What follows belongs to an exercise in optimizing a design on an open flow for small area; a production flow would make more cautious choices. Where RTL was checked, it was by simulation tests only, not by an equivalence proof against the original.

== the reference run ==
==> module rob_commit, before the edit <==
module rob_commit (
    input  logic                           clk,
    input  logic                           rst,
    input  logic                           empty,
    input  logic [rob_pkg::ROB_IDX_W-1:0]  head_idx,
    input  logic [rob_pkg::DISP_W-1:0]     head_fields,
    input  logic [rob_pkg::XLEN-1:0]       head_result,
    input  logic                           head_done,
    input  logic                           br_valid,
    input  logic [rob_pkg::ROB_IDX_W-1:0]  br_idx,
    input  logic                           br_taken,
    input  logic [rob_pkg::XLEN-1:0]       br_target,
    output logic                           retire,
    output logic                           flush,
    output logic                           commit_valid,
    output logic [rob_pkg::ORDER_W-1:0]    commit_order,
    output logic [rob_pkg::XLEN-1:0]       commit_inst,
    output logic [rob_pkg::XLEN-1:0]       commit_pc_rdata,
    output logic [rob_pkg::XLEN-1:0]       commit_pc_wdata,
    output logic [rob_pkg::ARCH_REG_W-1:0] commit_rd_addr,
    output logic [rob_pkg::ARCH_REG_W-1:0] commit_rs1_addr,
    output logic [rob_pkg::ARCH_REG_W-1:0] commit_rs2_addr,
    output logic [rob_pkg::PHYS_REG_W-1:0] commit_pd,
    output logic                           commit_regf_we,
    output logic [rob_pkg::XLEN-1:0]       commit_rd_wdata,
    output logic                           redirect_valid,
    output logic [rob_pkg::XLEN-1:0]       redirect_addr
);
    logic [ORDER_W-1:0] order_q;
    logic                 tk_valid;
    logic [ROB_IDX_W-1:0] tk_idx;
    logic [XLEN-1:0]      tk_addr;
    logic                 tk_older;
    logic                 tk_hit;
    logic                 tk_hit_n;
    logic                 tk_we;
    logic                 tk_we_n;
    logic [ROB_IDX_W-1:0] tk_idx_d;
    logic [XLEN-1:0]      tk_addr_d;
    logic [XLEN-1:0]      pc_wdata;
    assign retire = !empty && head_done;
    assign tk_hit = tk_valid && (tk_idx == head_idx);
    assign flush  = retire && tk_hit;
    assign tk_older = ROB_IDX_W'(br_idx - head_idx) < ROB_IDX_W'(tk_idx - head_idx);
    always_ff @(posedge clk) begin
        if (rst) begin
            tk_valid <= 1'b0;
        end else if (flush) begin
            tk_valid <= 1'b0;
        end else if (tk_we) begin
            tk_valid <= 1'b1;
        end
    end
    assign tk_we   = !flush && br_valid && br_taken && (!tk_valid || tk_older);
    assign tk_we_n = !tk_we;
    for (genvar b = 0; b < ROB_IDX_W; b++) begin : g_tk_idx
        rob_hold u_hold (.d(br_idx[b]), .we(tk_we), .q(tk_idx[b]), .we_n(tk_we_n),
                         .y(tk_idx_d[b]));
    end
    for (genvar b = 0; b < XLEN; b++) begin : g_tk_addr
        rob_hold u_hold (.d(br_target[b]), .we(tk_we), .q(tk_addr[b]), .we_n(tk_we_n),
                         .y(tk_addr_d[b]));
    end
    always_ff @(posedge clk) begin
        tk_idx  <= tk_idx_d;
        tk_addr <= tk_addr_d;
    end
    assign {commit_inst, commit_pc_rdata, pc_wdata,
            commit_rd_addr, commit_rs1_addr, commit_rs2_addr,
            commit_pd, commit_regf_we} = head_fields;
    assign commit_valid    = retire;
    assign commit_order    = order_q;
    assign tk_hit_n = !tk_hit;
    for (genvar b = 0; b < XLEN; b++) begin : g_pc_wdata
        rob_hold u_sel (.d(tk_addr[b]), .we(tk_hit), .q(pc_wdata[b]), .we_n(tk_hit_n),
                        .y(commit_pc_wdata[b]));
    end
    assign commit_rd_wdata = head_result;
    assign redirect_valid = flush;
    assign redirect_addr  = tk_addr;
    rob_order_cnt u_order (
        .clk  (clk),
        .rst  (rst),
        .inc  (retire),
        .order(order_q)
    );
endmodule
clock: 7.0 ns
lec_check: 0
cap_margin: 20
core_margin: 2
core_utilization: 40
cts_buf_list: sky130_fd_sc_hd__clkbuf_16
cts_cluster_diameter: 100
cts_cluster_size: 25
place_density: 0.6
slew_margin: 20
synth_hierarchical: 1
standard.sh (not shown) runs the stock make flow with config.mk's settings and CLKGATE_MAP_FILE= SYNTH_SCRIPT=/design/flow/synth_recipe.tcl, a recipe that flattens the netlist after the stock synthesis.
==> flow/flow/run.sh <==
#!/bin/bash
# Standard layout with two changes: the port buffers are the smallest
# buffer cell, and clock tree synthesis clusters sinks without dummy loads.
set -uo pipefail
bash standard.sh \
  BUFFER_PORTS_ARGS="-buffer_cell sky130_fd_sc_hd__buf_1" \
  CTS_ARGS="-sink_clustering_enable -repair_clock_nets -buf_list sky130_fd_sc_hd__clkbuf_16 -sink_clustering_size 25 -sink_clustering_max_diameter 100 -dont_use_dummy_load" \
  finish > standard.log 2>&1
Inputs modified between the reference run and the trial run:
diff --git a/flow/design.v b/flow/design.v
--- a/flow/design.v
+++ b/flow/design.v
@@ -433,5 +433,4 @@
     logic                 tk_older;
     logic                 tk_hit;
-    logic                 tk_hit_n;
     logic                 tk_we;
     logic                 tk_we_n;
@@ -471,9 +470,5 @@
     assign commit_valid    = retire;
     assign commit_order    = order_q;
-    assign tk_hit_n = !tk_hit;
-    for (genvar b = 0; b < XLEN; b++) begin : g_pc_wdata
-        rob_hold u_sel (.d(tk_addr[b]), .we(tk_hit), .q(pc_wdata[b]), .we_n(tk_hit_n),
-                        .y(commit_pc_wdata[b]));
-    end
+    assign commit_pc_wdata = tk_hit ? tk_addr : pc_wdata;
     assign commit_rd_wdata = head_result;
     assign redirect_valid = flush;
[summary]
Pin count of the biggest net entering global routing in the trial run is 2 higher than in the reference run. Taking the reference run as the reference point, the actual transition at the worst max-transition pin of the trial run falls by 0.045 ns. From the reference run to the trial run the numbers moved as follows: achievable frequency saw a decrease, period utilization grew by 1.1 points. The reference run → the trial run: wire length of the first global-routing pass now sits lower; maximum fanout encountered on the critical timing path shows a reduction of 15; first-iteration DRC count went down.
Only the layout flow was run in the trial run; the RTL was not checked for function there.

-- afterwards: timing with drivers on the ports --
The flow's constraints put no driver on any port. The routed layouts listed below were extracted and timed again, unchanged, in two steps.
Step 1 sets driving cells, clkbuf_16 on the clock port and buf_2 on the other inputs (assumed; they add their load-dependent delay and slew).
Step 2 times the ports against the registers' clock, not the clock port: input delays grow and output delays shrink by t, the midpoint of the rising clock arrivals with the driver on.
Three values: ideal, step 1, step 2; two values: the first two.
run	shift t [ns]	setup slack, ns	worst hold slack (ns)	latest minus earliest clock arrival (ns)	slew at the worst register clock pin (ns)
the reference run	0.895	1.260 / 1.194 / 1.260	0.470 / 0.470 / 0.470	0.148 / 0.148	0.11 / 0.11
the trial run	0.858	1.183 / 1.091 / 1.440	0.469 / 0.469 / 0.469	0.186 / 0.186	0.11 / 0.11
After both steps setup and hold are still met in every run listed.
